This design comes from an exercise in tuning for small area on the open sky130 flow, not from production work. Only simulation tests tie the RTL to the original design; equivalence was not proved. Power is estimated from default activity; no workload was simulated.

--- run.sh ---
#!/bin/bash
# synth_recipe.tcl (not shown) runs the flow's synth.tcl, then flattens the netlist and writes it again
# the make line also repeats each setting of config.mk as NAME=value (left out here)
make -C /OpenROAD-flow-scripts/flow DESIGN_CONFIG=/design/flow/config.mk WORK_HOME=/design/flow/orfs CLKGATE_MAP_FILE= SYNTH_SCRIPT=/design/flow/synth_recipe.tcl finish
--- config.mk ---
export PLATFORM = sky130hd
export DESIGN_NAME = led_ring_buffer_shift_driver_unit
export DESIGN_NICKNAME = led_ring_buffer_shift_driver_unit
export VERILOG_FILES = /design/flow/design.v
export SDC_FILE = /design/flow/constraint.sdc
export NUM_CORES = 4
export LEC_CHECK = 0
export ABC_AREA = 1
export CAP_MARGIN = 20
export CORE_MARGIN = 2
export CORE_UTILIZATION = 40
export SLEW_MARGIN = 20
--- constraint.sdc ---
create_clock -name core_clock -period 5.5 [get_ports {clock}]
set_input_delay 1.1000 -clock core_clock [delete_from_list [all_inputs] [get_ports {clock}]]
set_output_delay 1.1000 -clock core_clock [all_outputs]
set_load 0.01 [all_outputs]
--- design.v ---
`default_nettype none
package lrb_pkg;
   localparam int NumSections = 6;
   localparam int ByteW       = 8;
   localparam int SecW        = 3;
   localparam int LedW        = 6;
   localparam int RingW       = 40;
   localparam int ShiftBits   = NumSections * ByteW;
   localparam int CntW        = 6;
   localparam logic [3:0] OP_WRITE     = 4'd0;
   localparam logic [3:0] OP_OR        = 4'd1;
   localparam logic [3:0] OP_AND       = 4'd2;
   localparam logic [3:0] OP_LOAD      = 4'd3;
   localparam logic [3:0] OP_SET_LED   = 4'd4;
   localparam logic [3:0] OP_ROTATE    = 4'd5;
   localparam logic [3:0] OP_READ_SEC  = 4'd6;
   localparam logic [3:0] OP_READ_LED  = 4'd7;
   localparam logic [3:0] OP_CLEAR     = 4'd8;
   localparam logic [3:0] OP_REFRESH   = 4'd9;
endpackage
`default_nettype wire
`default_nettype none
module led_ring_buffer_shift_driver_unit (
   input  wire logic                       clock,
   input  wire logic                       reset,
   input  wire logic                       start,
   output logic                            busy,
   input  wire logic [3:0]                 req_op,
   input  wire logic [lrb_pkg::SecW-1:0]   req_section,
   input  wire logic [7:0]                 req_data_byte,
   input  wire logic [lrb_pkg::LedW-1:0]   req_led_number,
   input  wire logic                       req_direction,
   input  wire logic [5:0]                 req_steps,
   input  wire logic                       req_do_refresh,
   input  wire logic [lrb_pkg::RingW-1:0]  req_wheel_bits,
   output logic                            rsp_valid,
   output logic                            rsp_kind,
   output logic                            rsp_serial_bit,
   output logic                            rsp_latch_enable,
   output logic [7:0]                      rsp_read_data,
   output logic                            rsp_last
);
   localparam logic [1:0] ST_IDLE = 2'd0, ST_SHIFT = 2'd1, ST_ASEC = 2'd2, ST_ALED = 2'd3;
   logic [39:0] ring_ff;
   logic [7:0]  sec0_ff;
   logic [5:0]  cnt_ff;
   logic [1:0]  st_ff;
   logic        enable_ff;
   logic        idle, shift, apply, last_bit;
   logic        op_wr, op_or, op_and, op_load, op_set, op_rot, op_rsec, op_rled, op_clr, op_ref;
   logic        led_ok;
   logic [2:0]  led_sec;
   logic [5:0]  sec_sel;
   logic [7:0]  keep_b, set_b, mask;
   logic [47:0] keepv, setv;
   logic [5:0]  s_mod, amt;
   logic [39:0] r0, r1, r2, r3, r4, r5, r6;
   logic [7:0]  sec0_base;
   always_comb begin
      idle     = (st_ff == ST_IDLE);
      shift    = (st_ff == ST_SHIFT);
      apply    = idle & start;
      last_bit = (cnt_ff == 6'd47);
      op_wr   = (req_op == 4'd0);
      op_or   = (req_op == 4'd1);
      op_and  = (req_op == 4'd2);
      op_load = (req_op == 4'd3);
      op_set  = (req_op == 4'd4);
      op_rot  = (req_op == 4'd5);
      op_rsec = (req_op == 4'd6);
      op_rled = (req_op == 4'd7);
      op_clr  = (req_op == 4'd8);
      op_ref  = (req_op == 4'd9);
      case (req_led_number[5:3])
         3'd0:    led_sec = 3'd3;
         3'd1:    led_sec = 3'd2;
         3'd2:    led_sec = 3'd1;
         3'd3:    led_sec = 3'd5;
         3'd4:    led_sec = 3'd4;
         default: led_sec = 3'd6;
      endcase
      led_ok = (req_led_number < 6'd40);
      mask   = 8'h80 >> req_led_number[2:0];
      for (int j = 0; j < 6; j++) begin
         sec_sel[j] = ((op_wr | op_or | op_and) & (req_section == 3'(j))) |
                      (op_set & (led_sec == 3'(j)));
      end
      keep_b = op_or ? 8'hFF : op_and ? req_data_byte : op_set ? ~mask : 8'h00;
      set_b  = (op_wr | op_or) ? req_data_byte :
               (op_set & (req_data_byte != 8'h00)) ? mask : 8'h00;
      for (int j = 0; j < 6; j++) begin
         for (int b = 0; b < 8; b++) begin
            if (reset || (apply && op_clr)) begin
               keepv[8*j+b] = 1'b0;
               setv[8*j+b]  = 1'b0;
            end else if (apply && op_load && j > 0) begin
               keepv[8*j+b] = 1'b0;
               setv[8*j+b]  = req_wheel_bits[8*(j-1)+b];
            end else if (apply && sec_sel[j]) begin
               keepv[8*j+b] = keep_b[b];
               setv[8*j+b]  = set_b[b];
            end else begin
               keepv[8*j+b] = 1'b1;
               setv[8*j+b]  = 1'b0;
            end
         end
      end
      s_mod = (req_steps >= 6'd40) ? req_steps - 6'd40 : req_steps;
      if (apply && op_rot)
         amt = req_direction ? s_mod : ((s_mod == 6'd0) ? 6'd0 : 6'd40 - s_mod);
      else if (shift)
         amt = 6'd1;
      else
         amt = 6'd0;
      r0 = ring_ff;
      for (int i = 0; i < 40; i++)
         r1[i] = amt[0] ? ((i == 0) ? (shift ? sec0_ff[7] : r0[39]) : r0[i-1]) : r0[i];
      for (int i = 0; i < 40; i++) r2[i] = amt[1] ? r1[(i + 40 - 2)  % 40] : r1[i];
      for (int i = 0; i < 40; i++) r3[i] = amt[2] ? r2[(i + 40 - 4)  % 40] : r2[i];
      for (int i = 0; i < 40; i++) r4[i] = amt[3] ? r3[(i + 40 - 8)  % 40] : r3[i];
      for (int i = 0; i < 40; i++) r5[i] = amt[4] ? r4[(i + 40 - 16) % 40] : r4[i];
      for (int i = 0; i < 40; i++) r6[i] = amt[5] ? r5[(i + 40 - 32) % 40] : r5[i];
      sec0_base = shift ? {sec0_ff[6:0], ring_ff[39]} : sec0_ff;
   end
   logic [7:0] rd_byte;
   logic       rd_bit;
   always_comb begin
      case (cnt_ff[5:3])
         3'd0:    rd_byte = sec0_ff;
         3'd1:    rd_byte = ring_ff[7:0];
         3'd2:    rd_byte = ring_ff[15:8];
         3'd3:    rd_byte = ring_ff[23:16];
         3'd4:    rd_byte = ring_ff[31:24];
         3'd5:    rd_byte = ring_ff[39:32];
         default: rd_byte = 8'h00;
      endcase
      rd_bit = rd_byte[3'd7 - cnt_ff[2:0]];
   end
   always_ff @(posedge clock) begin
      ring_ff <= (r6 & keepv[47:8]) | setv[47:8];
      sec0_ff <= (sec0_base & keepv[7:0]) | setv[7:0];
   end
   always_ff @(posedge clock) begin
      if (reset) begin
         st_ff     <= ST_IDLE;
         enable_ff <= 1'b0;
      end else if (apply) begin
         cnt_ff <= 6'd0;
         if (op_rsec) begin
            st_ff  <= ST_ASEC;
            cnt_ff <= {req_section, 3'd0};
         end else if (op_rled) begin
            st_ff  <= ST_ALED;
            cnt_ff <= {led_sec, req_led_number[2:0]};
         end else if (op_load | op_clr | op_ref |
                      ((op_wr | op_or | op_and | op_set | op_rot) & req_do_refresh)) begin
            st_ff  <= ST_SHIFT;
         end
      end else if (shift) begin
         cnt_ff <= cnt_ff + 6'd1;
         if (last_bit) begin
            st_ff     <= ST_IDLE;
            enable_ff <= 1'b1;
         end
      end else if (!idle) begin
         st_ff <= ST_IDLE;
      end
   end
   always_comb begin
      busy             = !idle;
      rsp_valid        = !idle;
      rsp_kind         = st_ff[1];
      rsp_serial_bit   = shift & ring_ff[39];
      rsp_latch_enable = shift ? last_bit : enable_ff;
      rsp_last         = st_ff[1] | (shift & last_bit);
      rsp_read_data    = (st_ff == ST_ASEC) ? rd_byte :
                         (st_ff == ST_ALED) ? {7'd0, rd_bit} : 8'h00;
   end
endmodule
`default_nettype wire
==> notes.md, run 1 <==
- Outcome: finished clean
- Reg clk slew, reported paths: 0.06 ns
- Fin util: 48.1%
- CTS root buffer: clkbuf_16
- Area after DPL: 8080 µm²
- CTS Hold Bufs: 0
- Final wirelength: 30.9 mm
- Synth Instances: 1336
- CP max FO: 6
- # IOs: 86
- Die height: 138 µm
- Per-cell routed wire length: 19.3 µm
- Final GP Congestion: 0.996
- Post-synthesis register bit count: 57
- Max capacitance violation total: 0
- Post-route cell area: 8350 µm²
- Synth async-reset ratio: 0%
- Clock sink total: 57
- DPL Wire Length: 24.2 mm
- Number of routed nets with antenna violations: 0
- Ant diodes: 0
- PnR worst setup slack: 1.43 ns
- Die ar.: 18900 µm²
- Number of global-route vias before repair: 8225
- Final Critical Period: 4.07 ns
- Drt first pass iters: 5
- Total Power: 1.63 mW
- Static leakage: 3.85 nW
- Core area: 17400 µm²
- Layout Nets: 1445
- DR DRC count: 0
- Worst setup EP type: output port
- EDFF count, synth: 6
- Initial antenna violation count: 0
- Top_reg_cell synth: dfxtp_1
- Slew HR: 23.1%
- Endpoints failing setup: 0
- RSZ-0062 raised after global routing: no
- Post_cts resized: 0
- Maximum VDD drop: 0.000137 V
- Synth-to-layout area growth: 17.1%
- Hold/Removal Path Class: register to register
- Synth cell types: 39
- Largest net degree at the start of global routing: 69
- Setup Fix Bufs, Post-CTS: 0
- Cell Rows: 48
- Vias post-DR: 9609
- CTS buffer count: 9
- Via/cell ratio: 6.01
- CTS tree: built
- GR Util All Layers: 32.8%
- Period utilisation layout: 74.1%
- Highest Clock Rate: 0.245 GHz
- Avg Cell Area, Syn: 5.34 µm²
- Post-route setup TNS: 0 ns
- WS Path Type: register to output port
- First-pass GRT wire length: 47.1 mm
- Data required time of the worst path: 4.40 ns
- Worst Skew: 0.00898 ns
- Mapped Area: 7130 µm²
- PortBufs: 85
- Number of DRC markers in iteration 0: 1542
- Setup crit start kind: register
- Clock insertion delay at the later pin of the skew report: 0.35 ns
- WP data arrival: 2.97 ns
- Fraction of layout cells with a size suffix above 1: 3.49%
- Worst Max-Slew Pin Slew: 1.15 ns
- Final hold vios: 0
- Register area share after synthesis: 16.8%
- Power per Cell Area: 195 nW/µm²
- Post-Syn Nets: 1411
- Initial Util: 41.1%
- Highest-count cells in the layout ignoring fill and taps: nand3_1, nand2_1, inv_1
- Max-slew violations: 0
- Die Width: 138 µm
- Commonest non-fill, non-tap cell in the layout: nand3_1
- CTS max path bufs: 2
- Congestion Overflow GR: 0
- Pre-CTS setup slack: 1.08 ns
- H-tree depth: 3
- Synth warn: 9
critical path, stage by stage, from the launching register on:
cell and delay, ns:
edfxtp_1 0.46, inv_1 0.13, nor3_1 0.08, inv_1 0.27
o22ai_1 0.14, nor3_1 0.56, nand2_1 0.11, o211ai_1 0.13
nand2_1 0.07, nand3_1 0.07, o22ai_1 0.08, clkdlybuf4s50_1 0.53
registers in the layout (all words and copies together), names as in the netlist:
signal / count
cnt_ff: 6
ring_ff: 40
sec0_ff: 8
enable_ff: 1
st_ff: 2
synth_stat cells (9+ instances only):
cell type	count	area share, %
buf_1	9	0.47
nor3_1	27	1.9
nor2_1	93	4.9
clkbuf_1	48	2.5
o22ai_1	63	5.5
buf_2	17	1.2
nand3_1	452	32
dfxtp_1	51	14
o21ai_0	67	4.7
a21oi_1	20	1.4
nand2_1	266	14
inv_1	158	8.3
routing by layer:
layer	global-route usage, %	vias up	wire (µm)
li1	-	4643	-
met4	9.91	0	713
met3	8.68	51	3860
met1	48.2	4302	13800
met5	0	-	0
met2	46.1	613	12600
through the flow:
step           cells  hold WS, ns
2_1_floorplan   1336        0.425
3_3_place_gp    1584        0.448
3_5_place_dp    1584        0.452
4_1_cts         1600        0.460
5_1_grt         1600        0.494
6_report        1600        0.458
logic make-up after synthesis:
family | after synthesis | synth area share (%)
AO/OA/AOI/OAI | 175 | 14.3
buffers and inverters | 242 | 13.5
flip-flops | 57 | 16.8
AND/OR/NAND/NOR | 852 | 54.0
adder cells (fa/ha/maj) | 3 | 0.526
XOR/XNOR | 7 | 0.859
worst paths after layout:
path / startpoint / depth (start not counted) / slack, ns / end
worst max-delay path: cnt_ff[3] / 11 / 1.43 / rsp_read_data[0]
worst min-delay path: enable_ff / 2 / 0.46 / enable_ff
worst max register to register: st_ff[0] / 13 / 1.97 / ring_ff[28]
worst min register to register: enable_ff / 2 / 0.46 / enable_ff
report_power, final:
| part | total, mW | switching (mW) | leakage [nW] | internal (mW) |
|---|---|---|---|---|
| Combinational | 0.627 | 0.416 | 3.25 | 0.211 |
| Sequential | 0.475 | 0.0168 | 0.473 | 0.458 |
| Clock | 0.524 | 0.221 | 0.121 | 0.302 |
| Total | 1.63 | 0.654 | 3.85 | 0.971 |
final cells by class:
class,instances,area (µm²)
multi-input cells,1037,5010
clock inverters,7,47.5
well taps,225,282
repair buffers,102,978
flip-flops and latches,57,1200
clock buffers,9,225
inverters,163,612
fillers,1882,9000
==> run 2: changes to the inputs <==
--- a/design.v
+++ b/design.v
@@ -60,7 +60,7 @@
       idle     = (st_ff == ST_IDLE);
       shift    = (st_ff == ST_SHIFT);
       apply    = idle & start;
-      last_bit = (cnt_ff == 6'd47);
+      last_bit = (cnt_ff == 6'd34);   
       op_wr   = (req_op == 4'd0);
       op_or   = (req_op == 4'd1);
       op_and  = (req_op == 4'd2);
@@ -141,29 +141,31 @@
       sec0_ff <= (sec0_base & keepv[7:0]) | setv[7:0];
    end
    always_ff @(posedge clock) begin
+      if (apply) begin
+         if (op_rsec)      cnt_ff <= {req_section, 3'd0};
+         else if (op_rled) cnt_ff <= {led_sec, req_led_number[2:0]};
+         else              cnt_ff <= 6'd0;
+      end else begin
+         cnt_ff <= {cnt_ff[4:0], ~(cnt_ff[5] ^ cnt_ff[4])};
+      end
+   end
+   always_ff @(posedge clock) begin
       if (reset) begin
          st_ff     <= ST_IDLE;
          enable_ff <= 1'b0;
-      end else if (apply) begin
-         cnt_ff <= 6'd0;
-         if (op_rsec) begin
-            st_ff  <= ST_ASEC;
-            cnt_ff <= {req_section, 3'd0};
-         end else if (op_rled) begin
-            st_ff  <= ST_ALED;
-            cnt_ff <= {led_sec, req_led_number[2:0]};
-         end else if (op_load | op_clr | op_ref |
-                      ((op_wr | op_or | op_and | op_set | op_rot) & req_do_refresh)) begin
-            st_ff  <= ST_SHIFT;
+      end else begin
+         if (shift & last_bit) enable_ff <= 1'b1;
+         if (apply) begin
+            if (op_rsec)
+               st_ff <= ST_ASEC;
+            else if (op_rled)
+               st_ff <= ST_ALED;
+            else if (op_load | op_clr | op_ref |
+                     ((op_wr | op_or | op_and | op_set | op_rot) & req_do_refresh))
+               st_ff <= ST_SHIFT;
+         end else if (!shift | last_bit) begin
+            st_ff <= ST_IDLE;
          end
-      end else if (shift) begin
-         cnt_ff <= cnt_ff + 6'd1;
-         if (last_bit) begin
-            st_ff     <= ST_IDLE;
-            enable_ff <= 1'b1;
-         end
-      end else if (!idle) begin
-         st_ff <= ST_IDLE;
       end
    end
    always_comb begin
==> flow/run.sh (new file) <==
#!/bin/bash
# Own flow: the standard synthesis, then the combinational logic between
# the registers is mapped again by ABC for area (amap), keeping every register
# cell and its name, then the standard layout from floorplan to finish.
set -euo pipefail
W=$(pwd)
R=$W/orfs/results/$FLOW_PLATFORM/led_ring_buffer_shift_driver_unit/base
L=$W/orfs/logs/$FLOW_PLATFORM/led_ring_buffer_shift_driver_unit/base
O=$W/orfs/objects/$FLOW_PLATFORM/led_ring_buffer_shift_driver_unit/base

bash standard.sh synth > $W/synth_standard.log 2>&1

LIB=$(ls $FLOW_HOME/platforms/$FLOW_PLATFORM/lib/sky130_fd_sc_hd__tt_025C_1v80.lib)
DU=$(grep -m1 -o -- '-dont_use .* -constr' $L/1_2_yosys.log | sed 's/ -constr$//')
cp $R/1_2_yosys.v $W/standard_1_2_yosys.v

yosys -p "
read_liberty -ignore_miss_func $LIB
read_verilog -overwrite $W/standard_1_2_yosys.v
hierarchy -top $FLOW_TOP
setattr -mod -set keep_hierarchy 1 sky130_fd_sc_hd__df* sky130_fd_sc_hd__edf* sky130_fd_sc_hd__sdf* sky130_fd_sc_hd__dl*
setattr -mod -set keep_hierarchy 1 sky130_fd_sc_hd__conb_1
flatten -noscopeinfo
rename -hide w:*.*
opt_clean
select $FLOW_TOP
abc -script $W/flow/area.abc -liberty $LIB $DU -constr $O/abc.constr -D 5500
read_liberty -lib -ignore_redef $LIB
setundef -zero
splitnets
opt_clean
hilomap -singleton -hicell sky130_fd_sc_hd__conb_1 HI -locell sky130_fd_sc_hd__conb_1 LO
opt_clean
tee -o $W/remap_stat.txt stat -liberty $LIB
check -assert -mapped
write_verilog -noattr -nohex -nodec -selected $W/remap_1_2_yosys.v
" > $W/remap_yosys.log 2>&1

cp $W/remap_1_2_yosys.v $R/1_2_yosys.v
bash standard.sh finish > $W/layout_standard.log 2>&1
==> flow/area.abc (new file) <==
strash
ifraig
dch
amap
strash
dch
amap
==> standard.sh (new file) <==
#!/bin/bash
# synth_recipe.tcl (not shown) runs the flow's synth.tcl, then flattens the netlist and writes it again
# the make line also repeats each setting of config.mk as NAME=value (left out here)
make -C /OpenROAD-flow-scripts/flow DESIGN_CONFIG=/design/flow/config.mk WORK_HOME=/design/flow/orfs CLKGATE_MAP_FILE= SYNTH_SCRIPT=/design/flow/synth_recipe.tcl "${@:-finish}"
removed: run.sh
==> notes.md, run 2 <==
- Outcome: finished clean
- Clock sink total: 57 (unchanged)
- Slowest cell on the critical path: clkinv_1
- Number of routed nets with antenna violations: 0 (unchanged)
- Synth warn: 9 (unchanged)
- Most used cell, CP: o22ai_1
- Hold WS: 0.441 ns (-0.0175 ns)
- Post-route insts no fill: 1015 (-37%)
- Number of global-route vias before repair: 6503 (-21%)
- Slew HR: 27.0% (+3.9 points)
- Post-Syn Nets: 795 (-44%)
- Hold/Removal Path Class: register to register
- Power per Cell Area: 254 nW/µm² (+31%)
- Highest Clock Rate: 0.212 GHz (-14%)
- Maximum VDD drop: 0.000122 V (-11%)
- Final wirelength: 24.5 mm (-21%)
- CP max FO: 38 (+32)
- Clock insertion delay at the later pin of the skew report: 0.34 ns (about the same)
- Vias post-DR: 7185 (-25%)
- Synth Instances: 723 (-46%)
- Reg clk slew, reported paths: 0.05 ns (about the same)
- Avg Cell Area, Syn: 6.92 µm² (+30%)
- Period utilisation layout: 85.7% (+12 points)
- Mapped Area: 5010 µm² (-30%)
- CP Cell Sequence: clkdlybuf4s50_1 > clkinv_1 > nand2_1 > nor4_1 > buf_4 > clkinv_1 > nor2_1 > nor2_2 > clkinv_1 > o22ai_1 > o22ai_1 > o22ai_1 > o22ai_1 > o22a_1 > o221ai_1 > o22ai_1
- Endpoints failing setup: 0 (unchanged)
- Final Critical Period: 4.71 ns (+0.636 ns)
- Cell Rows: 40 (-17%)
- Max-slew violations: 0 (unchanged)
- Total Power: 1.67 mW (+2.8%)
- CTS buffer count: 9 (unchanged)
- CTS max path bufs: 2 (unchanged)
- Setup crit start kind: primary input
- Post-route setup TNS: 0 ns (unchanged)
- Fraction of layout cells with a size suffix above 1: 5.31% (+1.8 points)
- GR Util met2: 55.4% (+9.3 points)
- Area after DPL: 6310 µm² (-22%)
- Reg with most FFs: ring_ff
- Global routing usage on met3: 5.54% (-3.1 points)
- Layer with the highest usage: met2
- H-tree depth: 3 (unchanged)
- DPL Wire Length: 17.7 mm (-27%)
- Initial Util: 41.3% (+0.23 points)
- Final hold vios: 0 (unchanged)
- WP data arrival: 4.90 ns (+1.93 ns)
- Highest-count cells in the layout ignoring fill and taps: o22ai_1, nor2_1, clkdlybuf4s50_1
- Congestion Overflow GR: 0 (unchanged)
- DP Cell Count: 1002 (-37%)
- Core area: 12100 µm² (-30%)
- # IOs: 86 (unchanged)
- Post_cts resized: 0 (unchanged)
- Static leakage: 1.93 nW (-50%)
- Die height: 116 µm (-16%)
- Per-cell routed wire length: 24.2 µm (+25%)
- Synth-to-layout area growth: 31.1%
- Ant diodes: 0 (unchanged)
- CTS tree: built
- DR DRC count: 0 (unchanged)
- Die ar.: 13400 µm² (-29%)
- Via/cell ratio: 7.08 (+18%)
- CTS root buffer: clkbuf_16
- Initial antenna violation count: 0 (unchanged)
- Slowest stage delay, CP: 0.76 ns (+0.20 ns)
- Number of DRC markers in iteration 0: 1087 (-30%)
- WS Path Type: primary input to register
- CTS Hold Bufs: 0 (unchanged)
- Biggest regs: ring_ff: 40 flops, sec0_ff: 8 flops, cnt_ff: 6 flops
- Max capacitance violation total: 0 (unchanged)
- GR Util All Layers: 35.9% (+3.1 points)
- RSZ-0062 raised after global routing: no
- Setup Fix Bufs, Post-CTS: 0 (unchanged)
- Commonest non-fill, non-tap cell in the layout: o22ai_1
- Post-route cell area: 6560 µm² (-21%)
- Worst Skew: 0.00662 ns (-0.00236 ns)
- Die Width: 116 µm (-16%)
- Max reg flops: 40 (unchanged)
- PortBufs: 85 (unchanged)
- First-pass GRT wire length: 36.2 mm (-23%)
- Layout Nets: 917 (-37%)
- Drt first pass iters: 6 (+1)
- Largest net degree at the start of global routing: 49 (-29%)
- GRT met1 Usage: 49.2% (+1.0 points)
- Final GP Congestion: 0.980 (-1.6%)
- Worst Max-Slew Pin Slew: 1.08 ns (-0.0622 ns)
- Data required time of the worst path: 5.69 ns (+1.29 ns)
- Worst setup EP type: register
==> run 2: layout make-up <==
class	instances	area, µm²
fill	1245	5550
multi-input combinational	623	3750
sequential	57	1140
timing repair buffer	111	1050
clock buffer	12	246
tap	168	210
inverter	43	161
clock inverter	1	5.00
==> run 2: path summary, 6_finish.rpt <==
| kind | startpoint | endpoint | slack (ns) | cells after the start |
|---|---|---|---|---|
| min reg2reg | enable_ff | enable_ff | 0.44 | 2 |
| max reg2reg | st_ff[1] | ring_ff[31] | 1.46 | 16 |
| max | req_op[3] | ring_ff[31] | 0.79 | 16 |
| min | enable_ff | enable_ff | 0.44 | 2 |
==> run 2: metal layers <==
metal	routed length, µm	vias up
met3	2530	84
met1	10300	3348
met2	10700	474
met4	979	0
met5	0	-
li1	-	3279
==> run 2: stage by stage <==
stage / util [%] / setup WS, ns
2_1_floorplan: - / 0.0748
3_3_place_gp: 52.1 / 0.537
3_5_place_dp: 52.1 / 0.555
4_1_cts: 54.2 / 0.899
5_1_grt: 54.2 / 0.515
6_report: 54.2 / 0.789
==> run 2: power breakdown <==
| group | leakage [nW] | switching, mW | internal, mW |
|---|---|---|---|
| clock network | 0.124 | 0.203 | 0.309 |
| logic | 1.34 | 0.369 | 0.266 |
| registers | 0.467 | 0.0659 | 0.458 |
==> run 2: critical path, delay by kind of cell <==
kind	cells	cell delay, ns
AO/OA/AOI/OAI	7	1.78
buffers and inverters	5	1.65
AND/OR/NAND/NOR	4	0.35
==> run 3: changes to the inputs <==
--- a/flow/run.sh
+++ b/flow/run.sh
@@ -37,4 +37,8 @@
 " > $W/remap_yosys.log 2>&1
 
 cp $W/remap_1_2_yosys.v $R/1_2_yosys.v
+# Port buffers: the smallest buffer instead of the default pick. Clock tree:
+# small clock buffers and no dummy loads.
+export BUFFER_PORTS_ARGS="-buffer_cell sky130_fd_sc_hd__buf_1"
+export CTS_ARGS="-sink_clustering_enable -repair_clock_nets -dont_use_dummy_load -buf_list {sky130_fd_sc_hd__clkbuf_1 sky130_fd_sc_hd__clkbuf_2 sky130_fd_sc_hd__clkbuf_4}"
 bash standard.sh finish > $W/layout_standard.log 2>&1
--- a/config.mk
+++ b/config.mk
@@ -8,5 +8,5 @@
 export ABC_AREA = 1
 export CAP_MARGIN = 20
 export CORE_MARGIN = 2
-export CORE_UTILIZATION = 40
+export CORE_UTILIZATION = 45
 export SLEW_MARGIN = 20
==> notes.md, run 3 <==
- DR WL met3: 2.77 mm (+9.5%)
- Final GP Congestion: 1.03 (+5.4%)
- # IOs: 86 (unchanged)
- Static leakage: 1.61 nW (-17%)
- Highest-count cells in the layout ignoring fill and taps: o22ai_1, nor2_1, buf_1
- Max reg flops: 40 (unchanged)
- Hold/Removal Path Class: register to register
- Post-route setup TNS: 0 ns (unchanged)
- Die Width: 109 µm (-5.5%)
- GR Util All Layers: 38.5% (+2.7 points)
- Clock sink total: 57 (unchanged)
- Internal reg-to-reg setup slack: 1.43 ns (-0.03 ns)
- Area after DPL: 5710 µm² (-9.4%)
- Max-slew violations: 0 (unchanged)
- Period utilisation layout: 81.2% (-4.5 points)
- Number of global-route vias before repair: 6211 (-4.5%)
- CP Cell Sequence: buf_1 > clkinv_1 > nor4_1 > clkinv_1 > nor2_1 > nor2_2 > clkinv_1 > o22ai_1 > o22ai_1 > o22ai_1 > o22ai_1 > o22a_1 > o221a_1 > o21ai_0 > o21ai_0
- Data required time of the worst path: 5.87 ns (+0.18 ns)
- Post-Syn Nets: 795 (unchanged)
- Fill cell count: 1148 (-7.8%)
- RSZ-0062 raised after global routing: no
- Net switching power: 591 µW (-7.2%)
- Drt first pass iters: 8 (+2)
- Synth-to-layout area growth: 15.6%
- Vias post-DR: 7138 (-0.65%)
- DPL Wire Length: 16.8 mm (-5.1%)
- Post_cts resized: 0 (unchanged)
- Share of total power in sequential cells: 38.9% (+7.5 points)
- Slew HR: 26.9% (-0.12 points)
- Met2 WL: 10.2 mm (-4.2%)
- Reg with most FFs: ring_ff
- PnR worst setup slack: 1.04 ns (+0.247 ns)
- Biggest regs: ring_ff: 40 flops, sec0_ff: 8 flops, cnt_ff: 6 flops
- Final hold vios: 0 (unchanged)
- CTS buffer count: 9 (unchanged)
- Final Critical Period: 4.46 ns (-0.247 ns)
- Reg area: 1140 µm² (unchanged)
- Final wirelength: 23.4 mm (-4.7%)
- Max capacitance violation total: 0 (unchanged)
- Layout Nets: 914 (-0.33%)
- Post-route insts no fill: 980 (-3.4%)
- Worst setup EP type: register
- Die ar.: 12000 µm² (-11%)
- Largest net degree at the start of global routing: 50 (+2.0%)
- Cell Rows: 38 (-5.0%)
- Synth Instances: 723 (unchanged)
- CTS root buffer: clkbuf_4
- Mapped Area: 5010 µm² (unchanged)
- Comb power frac: 43.5% (+5.5 points)
- Via/cell ratio: 7.28 (+2.9%)
- Per-cell routed wire length: 23.8 µm (-1.3%)
- Area of the multi-input gates: 3750 µm² (about the same)
- Ant diodes: 0 (unchanged)
- CTS Hold Bufs: 0 (unchanged)
- Clock insertion delay at the later pin of the skew report: 0.45 ns (+0.11 ns)
- Avg Cell Area, Syn: 6.92 µm² (unchanged)
- Slowest stage delay, CP: 0.68 ns (-0.08 ns)
- WP data arrival: 4.84 ns (-0.06 ns)
- CTS max path bufs: 2 (unchanged)
- Setup Fix Bufs, Post-CTS: 0 (unchanged)
- Die height: 109 µm (-5.5%)
- WS Path Type: primary input to register
- H-tree depth: 3 (unchanged)
- Congestion Overflow GR: 0 (unchanged)
- Sw Share: 43.7% (+5.5 points)
- Synth warn: 9 (unchanged)
- First-pass GRT wire length: 34.6 mm (-4.2%)
- Power per Cell Area: 234 nW/µm² (-8.1%)
- Worst Max-Slew Pin Slew: 1.10 ns (+0.0131 ns)
- Crit path max-delay family: compound AO/OA/AOI/OAI gates
- Pre-CTS setup slack: 0.804 ns (+0.249 ns)
- Maximum VDD drop: 0.000122 V (+0.41%)
- Highest Clock Rate: 0.224 GHz (+5.5%)
- Initial antenna violation count: 0 (unchanged)
- Number of DRC markers in iteration 0: 982 (-9.7%)
- Power share of the clock group: 17.5% (-13 points)
- DP Cell Count: 970 (-3.2%)
- PortBufs: 85 (unchanged)
- Outcome: finished clean
- Critical path buffer and inverter count: 4 (-1)
- Reg clk slew, reported paths: 0.12 ns (+0.07 ns)
- Commonest non-fill, non-tap cell in the layout: o22ai_1
- Initial Util: 46.2% (+4.8 points)
- Max layer used: met4
- Fraction of layout cells with a size suffix above 1: 4.76% (-0.55 points)
- Number of routed nets with antenna violations: 0 (unchanged)
- Slowest cell on the critical path: nor4_1
- Worst Skew: 0.0319 ns (+0.0253 ns)
- Endpoints failing setup: 0 (unchanged)
- Met1 wire length: 9.52 mm (-7.8%)
- Pint: 761 µW (-26%)
- DR DRC count: 0 (unchanged)
- CTS tree: built
- Setup crit start kind: primary input
- Post-route cell area: 5790 µm² (-12%)
- Core area: 10800 µm² (-10%)
- CP max FO: 38 (unchanged)
- Most used cell, CP: o22ai_1
## run 3: cell type report
class                           count  area share [%]
Clock buffer                        9            1.17
Inverter                           43            2.79
Multi-Input combinational cell    623            64.8
Sequential cell                    57            19.7
Tap cell                          140            3.03
Timing Repair Buffer              108            8.45
## run 3: stage by stage
step	util (%)	hold slack [ns]	power [mW]
detailed placement	52.7	0.431	1.09
CTS	53.3	0.450	1.33
floorplan	-	0.411	0.906
finish	53.4	0.450	1.35
global placement	52.7	0.441	1.08
global route	53.4	0.468	1.42
## run 3: final timing paths
check	startpoint	to	cells after the start
setup / recovery	req_op[0]	ring_ff[4]	15
hold / removal	enable_ff	enable_ff	2
setup reg to reg	st_ff[1]	ring_ff[4]	16
hold reg to reg	enable_ff	enable_ff	2
## run 3: per-layer routing
metal	up-vias	GRT usage, %
li1	3279	-
met1	3289	51.6
met2	492	59.2
met3	78	9.66
met4	0	15.1
met5	-	0
## run 3: worst min-delay path, delay by kind of cell (launching register included)
kind | cells | cell delay, ns
buffers and inverters | 1 | 0.05
flip-flops | 1 | 0.32
AO/OA/AOI/OAI | 1 | 0.05
## run 3: power groups by stage
stage	Sequential (mW)	Clock, mW	Combinational [mW]
floorplan	0.492	0	0.414
CTS	0.520	0.238	0.567
finish	0.527	0.237	0.589
global route	0.526	0.255	0.636
global placement	0.532	0	0.553
detailed placement	0.528	0	0.564
==> run 4: changes to the inputs <==
--- a/config.mk
+++ b/config.mk
@@ -9,4 +9,5 @@
 export CAP_MARGIN = 20
 export CORE_MARGIN = 2
 export CORE_UTILIZATION = 45
+export GPL_TIMING_DRIVEN = 0
 export SLEW_MARGIN = 20
==> notes.md, run 4 <==
- Outcome: finished clean
- Setup Fix Bufs, Post-CTS: 0 (unchanged)
- Reg with most FFs: ring_ff
- Pre-CTS setup slack: -0.109 ns (-0.913 ns)
- Worst R2R End: ring_ff[6]
- Vias post-DR: 7137 (-0.014%)
- Cell Rows: 38 (unchanged)
- Number of global-route vias before repair: 6201 (-0.16%)
- Die Width: 109 µm (unchanged)
- Synth-to-layout area growth: 19.6%
- Final wirelength: 22.7 mm (-2.9%)
- Fraction of layout cells with a size suffix above 1: 5.27% (+0.51 points)
- Avg Cell Area, Syn: 6.92 µm² (unchanged)
- Max reg flops: 40 (unchanged)
- Post_cts resized: 0 (unchanged)
- PortBufs: 85 (unchanged)
- CTS root buffer: clkbuf_4
- Die height: 109 µm (unchanged)
- Commonest non-fill, non-tap cell in the layout: o22ai_1
- Max capacitance violation total: 0 (unchanged)
- Clock insertion delay at the later pin of the skew report: 0.45 ns (about the same)
- Congestion Overflow GR: 0 (unchanged)
- Highest Clock Rate: 0.199 GHz (-11%)
- Worst Max-Slew Pin Slew: 1.16 ns (+0.0655 ns)
- WP data arrival: 5.35 ns (+0.51 ns)
- Post-route insts no fill: 975 (-0.51%)
- Initial Util: 46.2% (unchanged)
- Post-route setup TNS: 0 ns (unchanged)
- CTS buffer count: 9 (unchanged)
- Fill cell count: 1074 (-6.4%)
- Via/cell ratio: 7.32 (+0.50%)
- Path depth of the worst reg2reg path: 14 (-2)
- Drt first pass iters: 6 (-2)
- CTS Hold Bufs: 0 (unchanged)
- Biggest regs: ring_ff: 40 flops, sec0_ff: 8 flops, cnt_ff: 6 flops
- Hold/Removal Path Class: register to register
- CTS tree: built
- Ant diodes: 0 (unchanged)
- Setup crit start kind: primary input
- DP Cell Count: 964 (-0.62%)
- Worst hold endpoint: enable_ff
- Hold depth: 2 (unchanged)
- Core area: 10800 µm² (unchanged)
- Final GP Congestion: 1.02 (-0.82%)
- Power per Cell Area: 225 nW/µm² (-3.8%)
- Reg clk slew, reported paths: 0.10 ns (-0.02 ns)
- Max-slew violations: 0 (unchanged)
- PnR worst setup slack: 0.485 ns (-0.551 ns)
- Die ar.: 12000 µm² (unchanged)
- Total Power: 1.35 mW (-0.40%)
- GR Util All Layers: 37.7% (-0.83 points)
- Synth warn: 9 (unchanged)
- # IOs: 86 (unchanged)
- CP max FO: 42 (+11%)
- Post-Syn Nets: 795 (unchanged)
- Slew HR: 20.5% (-6.4 points)
- Layout Nets: 909 (-0.55%)
- CTS max path bufs: 2 (unchanged)
- Number of DRC markers in iteration 0: 1153 (+17%)
- Worst Skew: 0.0196 ns (-0.0123 ns)
- Internal reg-to-reg setup slack: 0.57 ns (-0.86 ns)
- Final Critical Period: 5.02 ns (+0.551 ns)
- Mapped Area: 5010 µm² (unchanged)
- Final hold vios: 0 (unchanged)
- Number of routed nets with antenna violations: 0 (unchanged)
- Endpoints failing setup: 0 (unchanged)
- H-tree depth: 3 (unchanged)
- First-pass GRT wire length: 33.7 mm (-2.6%)
- Synth Instances: 723 (unchanged)
- Highest-count cells in the layout ignoring fill and taps: o22ai_1, nor2_1, buf_1
- Reg2reg start: st_ff[1]
- DPL Wire Length: 17.2 mm (+2.4%)
- WS Path Type: primary input to register
- Maximum VDD drop: 0.000151 V (+23%)
- Largest net degree at the start of global routing: 43 (-14%)
- Period utilisation layout: 91.2% (+10 points)
- Hold wc startpoint: enable_ff
- Per-cell routed wire length: 23.3 µm (-2.4%)
- Static leakage: 1.65 nW (+2.8%)
- Data required time of the worst path: 5.84 ns (-0.03 ns)
- Clock sink total: 57 (unchanged)
- RSZ-0062 raised after global routing: no
- Initial antenna violation count: 0 (unchanged)
- DR DRC count: 0 (unchanged)
- Worst setup EP type: register
run 4: cell count changes in the layout (fill, tap and decap cells not counted), sizes merged:
cell	change
buf	-5
clkinvlp	+2
clkinv	-4
inv	+2
run 4: per-stage QoR:
step           utilization, %  area (µm²)  hold WS [ns]
2_1_floorplan               -        5030         0.411
3_3_place_gp             51.0        5530         0.435
3_5_place_dp             54.0        5860         0.439
4_1_cts                  54.7        5920         0.452
5_1_grt                  55.3        5990         0.479
6_report                 55.3        5990         0.450
run 4: power breakdown:
group / total, mW / internal [mW] / switching (mW)
sequential: 0.522 / 0.457 / 0.0652
clock: 0.231 / 0.0755 / 0.155
combinational: 0.595 / 0.232 / 0.363
total: 1.35 / 0.764 / 0.584
run 4: worst max-delay path by stage:
stage | from | end | slack [ns] | cells after the start
finish | req_op[1] | ring_ff[6] | 0.48 | 13
global route | start | ring_ff[9] | 0.17 | 14
CTS | start | ring_ff[4] | 0.39 | 15
detailed placement | start | ring_ff[4] | -0.11 | 15
global placement | req_op[1] | ring_ff[6] | -2.22 | 8
floorplan | req_steps[2] | ring_ff[4] | 0.07 | 9
run 4: layout make-up:
| type | count | area (µm²) | share of cell area (%) |
|---|---|---|---|
| Inverter | 43 | 169 | 2.82 |
| Timing Repair Buffer | 103 | 636 | 10.6 |
| Tap cell | 140 | 175 | 2.92 |
| Multi-Input combinational cell | 623 | 3800 | 63.5 |
| Sequential cell | 57 | 1140 | 19.1 |
| Clock buffer | 9 | 67.6 | 1.13 |
run 4: worst max-delay path: stages:
cell and delay [ns]:
buf_1 0.47, nor4_1 0.24, clkinv_1 0.19, nor2_1 0.12
nor2_4 0.68, clkinvlp_4 0.80, o22ai_1 0.45, o22ai_1 0.15
o22ai_1 0.32, o22ai_1 0.15, o22a_1 0.28, o221ai_1 0.24
o21ai_0 0.13
run 4: per-layer routing:
metal / global-route usage (%) / wire [µm] / vias to the layer above
met5: 0 / 0 / -
met4: 20.6 / 1070 / 0
met3: 9.54 / 2580 / 94
met2: 55.9 / 9810 / 474
met1: 49.8 / 9230 / 3300
li1: - / - / 3269
==> run 5: changes to the inputs <==
--- a/config.mk
+++ b/config.mk
@@ -6,8 +6,7 @@
 export NUM_CORES = 4
 export LEC_CHECK = 0
 export ABC_AREA = 1
-export CAP_MARGIN = 20
+export CAP_MARGIN = 0
 export CORE_MARGIN = 2
 export CORE_UTILIZATION = 45
-export GPL_TIMING_DRIVEN = 0
-export SLEW_MARGIN = 20
+export SLEW_MARGIN = 0
==> notes.md, run 5 <==
- Initial Util: 46.2% (unchanged)
- Hold/Removal Path Class: register to register
- Core area: 10800 µm² (unchanged)
- Vias post-DR: 7188 (+0.71%)
- Max-slew violations: 0 (unchanged)
- CP max FO: 38 (-9.5%)
- Static leakage: 1.60 nW (-3.1%)
- Mapped Area: 5010 µm² (unchanged)
- Highest Clock Rate: 0.226 GHz (+13%)
- Largest net degree at the start of global routing: 50 (+16%)
- Cell Rows: 38 (unchanged)
- Post-Syn Nets: 795 (unchanged)
- Avg Cell Area, Syn: 6.92 µm² (unchanged)
- Number of routed nets with antenna violations: 0 (unchanged)
- Post_cts resized: 0 (unchanged)
- Fill cell count: 1147 (+6.8%)
- Commonest non-fill, non-tap cell in the layout: o22ai_1
- Biggest regs: ring_ff: 40 flops, sec0_ff: 8 flops, cnt_ff: 6 flops
- Ant diodes: 0 (unchanged)
- Endpoints failing setup: 0 (unchanged)
- Post-route setup TNS: 0 ns (unchanged)
- First-pass GRT wire length: 34.6 mm (+2.7%)
- Max reg flops: 40 (unchanged)
- Slew HR: 21.9% (+1.4 points)
- Number of DRC markers in iteration 0: 965 (-16%)
- CTS tree: built
- Reg with most FFs: ring_ff
- Worst setup EP type: register
- CTS root buffer: clkbuf_4
- DR DRC count: 0 (unchanged)
- Final Critical Period: 4.43 ns (-0.584 ns)
- CTS Hold Bufs: 0 (unchanged)
- WP data arrival: 4.80 ns (-0.55 ns)
- Fraction of layout cells with a size suffix above 1: 4.65% (-0.62 points)
- Power per Cell Area: 234 nW/µm² (+4.0%)
- GR Util All Layers: 38.5% (+0.83 points)
- Hold depth: 2 (unchanged)
- CTS max path bufs: 2 (unchanged)
- Outcome: finished clean
- Max capacitance violation total: 0 (unchanged)
- Period utilisation layout: 80.6% (-11 points)
- Setup Fix Bufs, Post-CTS: 0 (unchanged)
- Drt first pass iters: 7 (+1)
- Synth Instances: 723 (unchanged)
- Die Width: 109 µm (unchanged)
- Total Power: 1.35 mW (+0.36%)
- Layout Nets: 913 (+0.44%)
- Highest-count cells in the layout ignoring fill and taps: o22ai_1, nor2_1, buf_1
- DPL Wire Length: 16.8 mm (-2.4%)
- Data required time of the worst path: 5.87 ns (+0.03 ns)
- H-tree depth: 3 (unchanged)
- Final hold vios: 0 (unchanged)
- # IOs: 86 (unchanged)
- WS Path Type: primary input to register
- Clock insertion delay at the later pin of the skew report: 0.45 ns (about the same)
- Maximum VDD drop: 0.000121 V (-20%)
- Clock sink total: 57 (unchanged)
- CTS buffer count: 9 (unchanged)
- Number of global-route vias before repair: 6211 (+0.16%)
- Reg clk slew, reported paths: 0.11 ns (about the same)
- Via/cell ratio: 7.34 (+0.30%)
- Final wirelength: 23.3 mm (+2.9%)
- Die height: 109 µm (unchanged)
- Final GP Congestion: 1.03 (+0.83%)
- Synth warn: 9 (unchanged)
- Fin util: 53.3% (-1.9 points)
- Worst Skew: 0.0277 ns (+0.00807 ns)
- Worst Max-Slew Pin Slew: 1.16 ns (-0.00337 ns)
- PortBufs: 85 (unchanged)
- Die ar.: 12000 µm² (unchanged)
- Path depth of the worst reg2reg path: 16 (+2)
- Synth-to-layout area growth: 15.5%
- Per-cell routed wire length: 23.8 µm (+2.4%)
- Congestion Overflow GR: 0 (unchanged)
- Setup crit start kind: primary input
- Initial antenna violation count: 0 (unchanged)
- RSZ-0062 raised after global routing: no
[run 5: layer usage]
metal | vias up | GRT usage, % | wire length, µm
li1 | 3287 | - | -
met1 | 3342 | 51.6 | 9650
met2 | 493 | 59.2 | 10400
met3 | 66 | 9.66 | 2620
met4 | 0 | 15.1 | 656
met5 | - | 0 | 0
[run 5: area by class of cell]
class	count	area, µm²	share of cell area, %
multi-input cells	623	3750	64.9
well taps	140	175	3.03
inverters	43	161	2.79
clock buffers	9	67.6	1.17
flip-flops and latches	57	1140	19.7
repair buffers	107	484	8.37
[run 5: per-stage QoR]
stage	worst slack (ns)	area, µm²	hold slack, ns	instances
floorplan	0.0748	5030	0.411	723
global placement	0.898	5710	0.441	970
global route	0.779	5780	0.468	979
detailed placement	0.804	5710	0.431	970
CTS	1.25	5780	0.450	979
finish	1.07	5780	0.449	979
[run 5: worst max-delay path: stages]
cell      delay (ns)
buf_1           0.15
clkinv_1        0.20
nor4_1          0.68
clkinv_1        0.33
nor2_1          0.27
nor2_2          0.06
clkinv_1        0.52
o22ai_1         0.23
o22ai_1         0.30
o22ai_1         0.15
o22ai_1         0.24
o22a_1          0.18
o221a_1         0.18
o21ai_0         0.08
o21ai_0         0.11
[run 5: worst paths after layout]
| kind | startpoint | to | slack (ns) |
|---|---|---|---|
| max reg2reg | st_ff[1] | ring_ff[4] | 1.45 |
| max | req_op[0] | ring_ff[4] | 1.07 |
| min reg2reg | enable_ff | enable_ff | 0.45 |
| min | enable_ff | enable_ff | 0.45 |
[run 5: power by group]
part	switching, mW	internal [mW]	leakage, nW
registers	0.0704	0.457	0.467
clock network	0.161	0.0757	0.0414
logic	0.360	0.229	1.09
total	0.591	0.761	1.60
==> run 6: changes to the inputs <==
--- a/flow/run.sh
+++ b/flow/run.sh
@@ -40,5 +40,5 @@
 # Port buffers: the smallest buffer instead of the default pick. Clock tree:
 # small clock buffers and no dummy loads.
 export BUFFER_PORTS_ARGS="-buffer_cell sky130_fd_sc_hd__buf_1"
-export CTS_ARGS="-sink_clustering_enable -repair_clock_nets -dont_use_dummy_load -buf_list {sky130_fd_sc_hd__clkbuf_1 sky130_fd_sc_hd__clkbuf_2 sky130_fd_sc_hd__clkbuf_4}"
+export CTS_ARGS="-sink_clustering_enable -repair_clock_nets -dont_use_dummy_load -root_buf sky130_fd_sc_hd__clkbuf_8 -buf_list {sky130_fd_sc_hd__clkbuf_4 sky130_fd_sc_hd__clkbuf_8}"
 bash standard.sh finish > $W/layout_standard.log 2>&1
--- a/config.mk
+++ b/config.mk
@@ -6,7 +6,7 @@
 export NUM_CORES = 4
 export LEC_CHECK = 0
 export ABC_AREA = 1
-export CAP_MARGIN = 0
+export CAP_MARGIN = 20
 export CORE_MARGIN = 2
 export CORE_UTILIZATION = 45
-export SLEW_MARGIN = 0
+export SLEW_MARGIN = 20
==> notes.md, run 6 <==
- CP max FO: 38 (unchanged)
- PortBufs: 85 (unchanged)
- Initial antenna violation count: 1 (+1)
- Slowest stage delay, CP: 0.62 ns (-0.06 ns)
- Final GP Congestion: 1.03 (unchanged)
- Layout Nets: 913 (unchanged)
- Highest-count cells in the layout ignoring fill and taps: o22ai_1, nor2_1, buf_1
- Area of the multi-input gates: 3750 µm² (unchanged)
- Per-cell routed wire length: 23.9 µm (about the same)
- Biggest regs: ring_ff: 40 flops, sec0_ff: 8 flops, cnt_ff: 6 flops
- Path depth of the worst reg2reg path: 16 (unchanged)
- Fill cell count: 1135 (-1.0%)
- Die Width: 109 µm (unchanged)
- CTS max path bufs: 2 (unchanged)
- Number of DRC markers in iteration 0: 909 (-5.8%)
- Worst setup EP type: register
- Fraction of layout cells with a size suffix above 1: 4.65% (unchanged)
- Hold/Removal Path Class: register to register
- Outcome: finished clean
- CP Cell Sequence: buf_1 > clkinv_1 > nor4_1 > clkinv_1 > nor2_1 > nor2_2 > clkinv_1 > o22ai_1 > o22ai_1 > o22ai_1 > o22ai_1 > o22a_1 > o221a_1 > o21ai_0 > o21ai_0
- Ant diodes: 0 (unchanged)
- WP data arrival: 4.76 ns (-0.04 ns)
- Final Critical Period: 4.47 ns (+0.0340 ns)
- Pint: 831 µW (+9.2%)
- CTS root buffer: clkbuf_8
- Final hold vios: 0 (unchanged)
- Data required time of the worst path: 5.79 ns (-0.08 ns)
- Slew HR: 28.3% (+6.4 points)
- Core area: 10800 µm² (unchanged)
- Post-route cell area: 5840 µm² (+0.97%)
- Period utilisation layout: 81.2% (+0.62 points)
- CTS tree: built
- Endpoints failing setup: 0 (unchanged)
- Slowest cell on the critical path: nor4_1
- Number of routed nets with antenna violations: 0 (unchanged)
- Setup crit start kind: primary input
- CTS Hold Bufs: 0 (unchanged)
- Setup Fix Bufs, Post-CTS: 0 (unchanged)
- Power per Cell Area: 246 nW/µm² (+5.1%)
- Synth Instances: 723 (unchanged)
- Reg with most FFs: ring_ff
- Synth-to-layout area growth: 16.6%
- Sw Share: 42.1% (-1.6 points)
- GR Util All Layers: 38.7% (+0.16 points)
- Power share of the clock group: 22.2% (+4.7 points)
- Reg clk slew, reported paths: 0.07 ns (-0.04 ns)
- Hold depth: 2 (unchanged)
- H-tree depth: 3 (unchanged)
- Most used cell, CP: o22ai_1
- Clock sink total: 57 (unchanged)
- DPL Wire Length: 16.8 mm (unchanged)
- Post-Syn Nets: 795 (unchanged)
- Reg area: 1140 µm² (unchanged)
- CTS buffer count: 9 (unchanged)
- Largest net degree at the start of global routing: 50 (unchanged)
- Commonest non-fill, non-tap cell in the layout: o22ai_1
- Max-slew violations: 0 (unchanged)
- Post-route setup TNS: 0 ns (unchanged)
- Post_cts resized: 0 (unchanged)
- Avg Cell Area, Syn: 6.92 µm² (unchanged)
- Initial Util: 46.2% (unchanged)
- Congestion Overflow GR: 0 (unchanged)
- Die height: 109 µm (unchanged)
- Static leakage: 1.62 nW (+1.5%)
- Max reg flops: 40 (unchanged)
- Final wirelength: 23.4 mm (about the same)
- Worst Max-Slew Pin Slew: 1.08 ns (-0.0836 ns)
- Worst Skew: 0.0182 ns (-0.00949 ns)
- DR DRC count: 0 (unchanged)
- Die ar.: 12000 µm² (unchanged)
- Number of global-route vias before repair: 6226 (+0.24%)
- # IOs: 86 (unchanged)
- Clock insertion delay at the later pin of the skew report: 0.37 ns (-0.08 ns)
- Vias post-DR: 7150 (-0.53%)
- WS Path Type: primary input to register
- Comb power frac: 41.1% (-2.4 points)
- RSZ-0062 raised after global routing: no
- Via/cell ratio: 7.30 (-0.53%)
- First-pass GRT wire length: 34.7 mm (+0.20%)
- Drt first pass iters: 9 (+2)
- Net switching power: 604 µW (+2.2%)
- Synth warn: 9 (unchanged)
- Max capacitance violation total: 0 (unchanged)
- Share of total power in sequential cells: 36.7% (-2.3 points)
- Cell Rows: 38 (unchanged)
- Area after DPL: 5710 µm² (unchanged)
- Highest Clock Rate: 0.224 GHz (-0.76%)
- Maximum VDD drop: 0.000173 V (+43%)
- Mapped Area: 5010 µm² (unchanged)
## run 6: final cells by class
class | instances | area share, %
multi-input cells | 623 | 64.3
repair buffers | 107 | 8.29
clock buffers | 9 | 2.12
well taps | 140 | 3.00
inverters | 43 | 2.76
flip-flops and latches | 57 | 19.5
## run 6: critical path: cells and delay by family
family                 cells  cell delay [ns]
AO/OA/AOI/OAI              8             1.47
buffers and inverters      4             1.21
AND/OR/NAND/NOR            3             0.95
## run 6: final timing paths
check / from / to / slack [ns]
setup reg to reg: st_ff[1] / ring_ff[4] / 1.43
setup / recovery: req_op[0] / ring_ff[4] / 1.03
hold / removal: enable_ff / enable_ff / 0.44
hold reg to reg: enable_ff / enable_ff / 0.44
## run 6: routing by layer
| metal | wire (µm) | track usage [%] | vias up | part of all wire [%] |
|---|---|---|---|---|
| met3 | 2580 | 10.6 | 78 | 11 |
| met4 | 755 | 15.4 | 2 | 3.2 |
| met2 | 10400 | 59.6 | 473 | 45 |
| met5 | 13 | 0 | - | 0.056 |
| li1 | - | - | 3264 | - |
| met1 | 9590 | 51.1 | 3333 | 41 |
## run 6: power by group through the flow
| stage | clock, mW | sequential [mW] | combinational, mW |
|---|---|---|---|
| 2_1_floorplan | 0 | 0.492 | 0.414 |
| 3_3_place_gp | 0 | 0.532 | 0.553 |
| 3_5_place_dp | 0 | 0.528 | 0.564 |
| 4_1_cts | 0.320 | 0.520 | 0.568 |
| 5_1_grt | 0.335 | 0.526 | 0.637 |
| 6_report | 0.319 | 0.527 | 0.589 |
## run 6: metrics by stage
stage / power, mW / util (%) / std cells / setup slack, ns / hold WS (ns)
floorplan: 0.906 / - / 723 / 0.0748 / 0.411
finish: 1.44 / 53.9 / 979 / 1.03 / 0.443
global placement: 1.08 / 52.7 / 970 / 0.898 / 0.441
CTS: 1.41 / 53.9 / 979 / 1.16 / 0.444
global route: 1.50 / 53.9 / 979 / 0.684 / 0.462
detailed placement: 1.09 / 52.7 / 970 / 0.804 / 0.431
==> run 7: changes to the inputs <==
--- a/flow/run.sh
+++ b/flow/run.sh
@@ -40,5 +40,5 @@
 # Port buffers: the smallest buffer instead of the default pick. Clock tree:
 # small clock buffers and no dummy loads.
 export BUFFER_PORTS_ARGS="-buffer_cell sky130_fd_sc_hd__buf_1"
-export CTS_ARGS="-sink_clustering_enable -repair_clock_nets -dont_use_dummy_load -root_buf sky130_fd_sc_hd__clkbuf_8 -buf_list {sky130_fd_sc_hd__clkbuf_4 sky130_fd_sc_hd__clkbuf_8}"
+export CTS_ARGS="-sink_clustering_enable -repair_clock_nets -dont_use_dummy_load -sink_clustering_size 20 -sink_clustering_max_diameter 100 -root_buf sky130_fd_sc_hd__clkbuf_8 -buf_list {sky130_fd_sc_hd__clkbuf_4}"
 bash standard.sh finish > $W/layout_standard.log 2>&1
--- a/config.mk
+++ b/config.mk
@@ -9,4 +9,5 @@
 export CAP_MARGIN = 20
 export CORE_MARGIN = 2
 export CORE_UTILIZATION = 45
+export GPL_TIMING_DRIVEN = 0
 export SLEW_MARGIN = 20
==> notes.md, run 7 <==
- Mapped Area: 5010 µm² (unchanged)
- Final Critical Period: 5.12 ns (+0.656 ns)
- Post-Syn Nets: 795 (unchanged)
- Final wirelength: 22.8 mm (-2.6%)
- Highest Clock Rate: 0.195 GHz (-13%)
- Max-slew violations: 0 (unchanged)
- Die ar.: 12000 µm² (unchanged)
- Max capacitance violation total: 0 (unchanged)
- Initial Util: 46.2% (unchanged)
- Reg with most FFs: ring_ff
- Clock insertion delay at the later pin of the skew report: 0.37 ns (about the same)
- Final GP Congestion: 1.02 (-0.82%)
- Period utilisation layout: 93.1% (+12 points)
- First-pass GRT wire length: 33.8 mm (-2.5%)
- Worst Skew: 0.0129 ns (-0.00534 ns)
- Data required time of the worst path: 5.75 ns (-0.04 ns)
- Fill cell count: 1068 (-5.9%)
- Hold WS: 0.446 ns (+0.00277 ns)
- Reg clk slew, reported paths: 0.07 ns (about the same)
- Commonest non-fill, non-tap cell in the layout: o22ai_1
- Setup crit start kind: primary input
- Max reg flops: 40 (unchanged)
- WS Path Type: primary input to register
- DR WL met3: 2.68 mm (+3.9%)
- WP data arrival: 5.37 ns (+0.61 ns)
- Cell Rows: 38 (unchanged)
- Synth warn: 9 (unchanged)
- Per-cell routed wire length: 23.3 µm (-2.2%)
- Largest net degree at the start of global routing: 43 (-14%)
- CTS Hold Bufs: 0 (unchanged)
- Number of global-route vias before repair: 6163 (-1.0%)
- Outcome: finished clean
- Highest-count cells in the layout ignoring fill and taps: o22ai_1, nor2_1, buf_1
- Met1 wire length: 9.23 mm (-3.8%)
- Die Width: 109 µm (unchanged)
- Setup Fix Bufs, Post-CTS: 0 (unchanged)
- H-tree depth: 3 (unchanged)
- Layout Nets: 909 (-0.44%)
- Avg Cell Area, Syn: 6.92 µm² (unchanged)
- CTS tree: built
- Pre-CTS setup slack: -0.109 ns (-0.913 ns)
- Internal reg-to-reg setup slack: 0.55 ns (-0.88 ns)
- Via/cell ratio: 7.31 (+0.14%)
- Congestion Overflow GR: 0 (unchanged)
- Clock sink total: 57 (unchanged)
- Hold/Removal Path Class: register to register
- Die height: 109 µm (unchanged)
- Area after DPL: 5860 µm² (+2.5%)
- Final hold vios: 0 (unchanged)
- # IOs: 86 (unchanged)
- Initial antenna violation count: 0 (-1)
- Fraction of layout cells with a size suffix above 1: 5.27% (+0.62 points)
- Number of DRC markers in iteration 0: 1073 (+18%)
- Post-route cell area: 6050 µm² (+3.6%)
- Synth Instances: 723 (unchanged)
- Maximum VDD drop: 0.000159 V (-8.3%)
- Number of routed nets with antenna violations: 0 (unchanged)
- Power per Cell Area: 236 nW/µm² (-3.9%)
- RSZ-0062 raised after global routing: no
- Static leakage: 1.67 nW (+3.1%)
- CTS max path bufs: 2 (unchanged)
- Max layer used: met4
- Ant diodes: 0 (unchanged)
- Biggest regs: ring_ff: 40 flops, sec0_ff: 8 flops, cnt_ff: 6 flops
- Met2 WL: 9.82 mm (-5.6%)
- Worst setup EP type: register
- CP max FO: 42 (+11%)
- Synth-to-layout area growth: 20.8%
- DR DRC count: 0 (unchanged)
- GR Util All Layers: 37.7% (-0.95 points)
- Drt first pass iters: 6 (-3)
- Vias post-DR: 7131 (-0.27%)
- Fin util: 55.8% (+1.9 points)
- PnR worst setup slack: 0.379 ns (-0.656 ns)
- CTS buffer count: 9 (unchanged)
- CTS root buffer: clkbuf_8
- Slew HR: 26.6% (-1.7 points)
- PortBufs: 85 (unchanged)
- DPL Wire Length: 17.2 mm (+2.4%)
- Core area: 10800 µm² (unchanged)
- Worst Max-Slew Pin Slew: 1.07 ns (-0.00230 ns)
- Endpoints failing setup: 0 (unchanged)
run 7: area by class of cell:
type / instances / area [µm²] / share of cell area (%)
Sequential cell: 57 / 1140 / 18.9
Clock buffer: 9 / 124 / 2.05
Tap cell: 140 / 175 / 2.90
Timing Repair Buffer: 103 / 636 / 10.5
Multi-Input combinational cell: 623 / 3800 / 62.9
Inverter: 43 / 169 / 2.79
run 7: routing by layer:
metal	vias up	GRT usage [%]
met3	78	9.37
li1	3265	-
met1	3271	50.1
met2	517	56.1
met5	-	0
met4	0	19.8
run 7: what timing repair did:
action | 4_1_cts | 5_1_grt
setup endpoints to repair | 0 | 40
gates resized for setup | 0 | 2
hold endpoints to repair | 0 | 0
run 7: final timing paths:
check,startpoint,endpoint,depth (start not counted)
max,req_op[1],ring_ff[6],13
min,enable_ff,enable_ff,2
min reg2reg,enable_ff,enable_ff,2
max reg2reg,st_ff[1],ring_ff[6],14
run 7: power by group:
part	switching, mW	internal, mW
registers	0.0652	0.457
logic	0.364	0.232
clock network	0.165	0.145
run 7: through the flow:
stage               setup TNS [ns]  std cells  power [mW]
detailed placement          -0.304        964        1.09
global route                     0        975        1.50
CTS                              0        973        1.40
floorplan                        0        723       0.906
finish                           0        975        1.43
global placement            -69.35        948        1.07
run 7: worst max-delay path, stage by stage:
cell        delay (ns)
buf_1             0.46
nor4_1            0.24
clkinv_1          0.19
nor2_1            0.12
nor2_4            0.68
clkinvlp_4        0.82
o22ai_1           0.45
o22ai_1           0.15
o22ai_1           0.33
o22ai_1           0.15
o22a_1            0.27
o221ai_1          0.25
o21ai_0           0.12

[re-timing with driven ports]
In the flow no input, the clock included, has a driving cell. The finished layouts below were timed again as built, in two steps. Step 1 sets driving cells, clkbuf_16 on the clock port and buf_2 on the other inputs (assumed; they add their load-dependent delay and slew). Step 2 also shifts input and output timing later by t, the mid clock arrival at the registers, as if the neighbouring blocks saw the same clock. Three values: no drivers, after step 1, after step 2; two values: the first two.
run	shift t [ns]	slack for setup (ns)	clock arrival spread, ns
run 1	0.382	1.425 / 1.385 / 1.338	0.009 / 0.009
run 2	0.370	0.789 / 0.800 / 0.430	0.007 / 0.007
run 3	0.469	1.036 / 1.049 / 0.580	0.032 / 0.032
run 4	0.479	0.485 / 0.495 / 0.016	0.020 / 0.019
run 5	0.469	1.068 / 1.081 / 0.612	0.028 / 0.028
run 6	0.400	1.034 / 1.049 / 0.649	0.018 / 0.018
run 7	0.399	0.379 / 0.392 / -0.007	0.012 / 0.012
With both steps, setup timing fails in run 7, where it was met with ideal ports. The setup slack of run 4, which loses most, moves by +0.010 ns with the drivers and by -0.469 ns with both steps.
